What follows belongs to an exercise in optimizing a design on an open flow for small area, a short achievable clock period and few clock cycles per item; a production flow would make more cautious choices.
RTL that was checked went through simulation tests only; none was proved equivalent to the original.
Power figures rest on the tool's default switching activity, not on a simulated workload.

==> flow/design.v (excerpt) <==
module sonar_range_proximity_blinker_unit (
  input  logic                                clk,
  input  logic                                rst,
  input  logic                                item_valid,
  output logic                                item_stall,
  input  srpb_pkg::srpb_item_t                item,
  output logic                                result_valid,
  input  logic                                result_stall,
  output srpb_pkg::srpb_result_t              result,
  input  logic                                cfg_valid,
  output logic                                cfg_ready,
  input  logic [srpb_pkg::CFG_IDX_W-1:0]      cfg_index,
  input  logic [srpb_pkg::CFG_DATA_W-1:0]     cfg_data
);
  localparam int CW = srpb_pkg::COUNT_WIDTH;
  localparam int VW = srpb_pkg::VAL_WIDTH;
  localparam int FB = srpb_pkg::FRAC_BITS;
  localparam int KW = srpb_pkg::CM_CFG_W;
  logic [VW-1:0] trigger_interval;
  logic [KW-1:0] near_limit_cm;
  logic [KW-1:0] far_limit_cm;
  logic [VW-1:0] near_half_period;
  logic [VW-1:0] far_half_period;
  logic [KW-1:0] ticks_per_cm;
  logic [CW-1:0] trigger_next;   
  logic          pulse_pending;
  logic          trigger_level;
  logic [VW-1:0] echo_int;       
  logic [FB-1:0] echo_frac;      
  logic [VW-1:0] distance_cm;
  logic [VW-1:0] half_period;
  logic          half_ovf;       
  logic [CW-1:0] blink_next;     
  logic          led_state;
  logic          distance_new;
  logic          h_tick;
  logic          h_rise;
  logic          h_fall;
  logic          e_valid;
  srpb_pkg::srpb_item_t e_item;
  logic          stall_q;        
  logic          pending;        
  logic          rv_q;           
  ...
clock: 7.0 ns
lec_check: 0
abc_clock_period_in_ps: 2000
cap_margin: 20
core_margin: 2
core_utilization: 40
cts_buf_list: sky130_fd_sc_hd__clkbuf_8
place_density: 0.75
setup_slack_margin: 4.3
slew_margin: 20
standard.sh (not shown) runs the stock make flow with config.mk's settings and CLKGATE_MAP_FILE= SYNTH_SCRIPT=/design/flow/synth_recipe.tcl, a recipe that flattens the netlist after the stock synthesis.
==> flow/flow/run.sh <==
#!/bin/bash
# The standard layout, with the port buffers made from plain buffers
# (sky130_fd_sc_hd__buf_2) instead of the delay cell buffer_ports picks by default
set -euo pipefail
bash standard.sh "BUFFER_PORTS_ARGS=-buffer_cell sky130_fd_sc_hd__buf_2" finish > flow.log 2>&1
==> next run, changes <==
--- a/flow/design.v
+++ b/flow/design.v
@@ -27,81 +27,45 @@
     logic [15:0] g;
     logic [15:0] t;
     g = a & ~b;
     t = a | ~b;
     for (int n = 16; n > 1; n = n / 2) begin
       for (int k = 0; k < n / 2; k++) begin
         g[k] = g[2*k+1] | (t[2*k+1] & g[2*k]);
         t[k] = t[2*k+1] & t[2*k];
       end
     end
     ge16 = g[0] | t[0];
   endfunction
-  function automatic logic [16:0] add16(input logic [15:0] a, input logic [15:0] b,
-                                        input logic ci);
-    logic [15:0] g;
-    logic [15:0] t;
-    logic [15:0] p;
-    logic [15:0] gn;
-    logic [15:0] tn;
-    logic [16:0] c;
-    g = a & b;
-    t = a | b;
-    p = t & ~g;
-    g[0] = g[0] | (t[0] & ci);
-    for (int d = 1; d < 16; d = d * 2) begin
-      gn = g;
-      tn = t;
-      for (int i = d; i < 16; i++) begin
-        gn[i] = g[i] | (t[i] & g[i-d]);
-        tn[i] = t[i] & t[i-d];
-      end
-      g = gn;
-      t = tn;
-    end
-    c = {g, ci};
-    add16 = {c[16], p ^ c[15:0]};
-  endfunction
-  function automatic logic [15:0] inc16(input logic [15:0] a);
-    logic [15:0] t;
-    logic [15:0] tn;
-    t = a;
-    for (int d = 1; d < 16; d = d * 2) begin
-      tn = t;
-      for (int i = d; i < 16; i++) tn[i] = t[i] & t[i-d];
-      t = tn;
-    end
-    inc16 = a ^ {t[14:0], 1'b1};
-  endfunction
   typedef struct packed {
     logic action;
     logic echo_level;
   } srpb_item_t;
   typedef struct packed {
     logic                 trigger_out;
     logic                 led_out;
     logic [VAL_WIDTH-1:0] distance_cm;
     logic                 distance_new;
   } srpb_result_t;
 endpackage
 module srpb_mul (
   input  logic [srpb_pkg::VAL_WIDTH-1:0] acc,
   input  logic [srpb_pkg::CM_CFG_W-1:0]  a,
   input  logic                           bit_i,
   output logic [srpb_pkg::VAL_WIDTH-1:0] sum,
   output logic                           ovf
 );
   localparam int VW = srpb_pkg::VAL_WIDTH;
   logic carry;
-  assign {carry, sum} = srpb_pkg::add16({acc[VW-2:0], 1'b0}, VW'(bit_i ? a : '0), 1'b0);
+  assign {carry, sum} = {1'b0, acc[VW-2:0], 1'b0} + {1'b0, VW'(bit_i ? a : '0)};
   assign ovf          = acc[VW-1] || carry;
 endmodule
 module sonar_range_proximity_blinker_unit (
   input  logic                                clk,
   input  logic                                rst,
   input  logic                                item_valid,
   output logic                                item_stall,
   input  srpb_pkg::srpb_item_t                item,
   output logic                                result_valid,
   input  logic                                result_stall,
   output srpb_pkg::srpb_result_t              result,
   input  logic                                cfg_valid,
@@ -170,26 +134,26 @@
   assign item_stall   = stall_q;
   assign result_valid = rv_q;
   assign result       = {trigger_level, led_state, distance_cm, distance_new};
   assign res_ok  = !(pending && result_stall);
   assign proc    = (h_tick || h_rise || h_fall) && !busy && res_ok;
   assign do_tick = h_tick && !busy && res_ok;
   assign do_rise = h_rise && !busy && res_ok;
   assign do_fall = h_fall && !busy && res_ok;
   assign push      = item_valid && !stall_q;
   assign head_free = !(h_tick || h_rise || h_fall) || proc;
   assign nh_valid  = e_valid || push;
   assign nh_item   = e_valid ? e_item : item;
-  assign trigger_inc = srpb_pkg::inc16(trigger_next);
-  assign blink_inc   = srpb_pkg::inc16(blink_next);
+  assign trigger_inc = trigger_next + CW'(1);
+  assign blink_inc   = blink_next + CW'(1);
   assign trigger_hit = srpb_pkg::ge16(trigger_next, trigger_interval);
   assign blink_hit   = half_ovf ? (blink_next == '1) : srpb_pkg::ge16(blink_next, half_period);
   assign echo_carry = echo_frac >= FB'(1024 - 878);
   assign echo_last  = (echo_int == srpb_pkg::ECHO_LAST_INT) &&
                       (echo_frac == srpb_pkg::ECHO_LAST_FRAC);
   assign near_hit = (echo_int[VW-1:KW] == '0) &&
                     srpb_pkg::ge16(VW'({near_limit_cm, 1'b0}), VW'({echo_int[KW-1:0], |echo_frac}));
   assign mid_hit  = (echo_int[VW-1:KW] == '0) &&
                     !srpb_pkg::ge16(VW'(echo_int[KW-1:0]), VW'(far_limit_cm));
   always_comb begin
     tpc_msb     = 4'd0;
     tpc_msb_bit = 1'b0;
@@ -261,25 +225,25 @@
       busy          <= 1'b0;
     end else begin
       if (do_tick) begin
         trigger_next  <= trigger_hit ? CW'(1) : trigger_inc;
         pulse_pending <= trigger_hit;
         trigger_level <= trigger_hit || (trigger_level && !pulse_pending);
         blink_next    <= blink_hit ? CW'(1) : blink_inc;
         led_state     <= led_state ^ blink_hit;
         if (echo_last) begin
           echo_int  <= '0;
           echo_frac <= '0;
         end else begin
-          if (echo_carry) echo_int <= srpb_pkg::inc16(echo_int);
+          if (echo_carry) echo_int <= echo_int + VW'(1);
           echo_frac <= echo_frac + srpb_pkg::DIST_SCALE_Q10;
         end
       end
       if (do_rise) begin
         echo_int  <= '0;
         echo_frac <= '0;
       end
       if (proc) distance_new <= do_fall;
       if (do_fall) begin
         distance_cm <= echo_int;
         if (near_hit)                half_period <= near_half_period;
         else if (!mid_hit)           half_period <= far_half_period;
After rerunning: Setup slack is better by 29 ps; maximum frequency increases slightly; routed wire length falls by a few percent; combinational power stays flat; clock power grows by a quarter to a third; final cell count went down slightly; non-clock buffer count went up by 13; design area climbs slightly; die area shrinks slightly; critical path depth rises by 1.
Testbench counts after the change, summed over its fixed seeds: cycles 96,228, items 96,000.
No functional check of the RTL was part of the first run of this note.

port drivers added, routing unchanged:
No port has a modelled driver above. Below, the same layouts with a new extraction and two added sets of constraints.
Step 1, drivers: a clkbuf_16 drives clk and a buf_2 each remaining input, both assumed.
Step 2, shift: input delay + t, output delay - t, t = (earliest + latest rising clock arrival at the registers) / 2. This alone moves slack from input paths to output paths.
Three values: no drivers, after step 1, after step 2; two values: the first two.
| run | t, ns | slack for setup (ns) | hold WS [ns] | slew at the worst register clock pin (ns) |
|---|---|---|---|---|
| the first run | 0.516 | 4.322 / 4.345 / 3.829 | 0.455 / 0.455 / 0.455 | 0.10 / 0.10 |
| the second run | 0.519 | 4.350 / 4.350 / 3.831 | 0.456 / 0.456 / 0.456 | 0.10 / 0.10 |
After both steps every run listed still meets setup and hold. For the second run, which loses most, drivers alone change the setup slack by 0.000 ns; drivers and shift together by -0.519 ns.
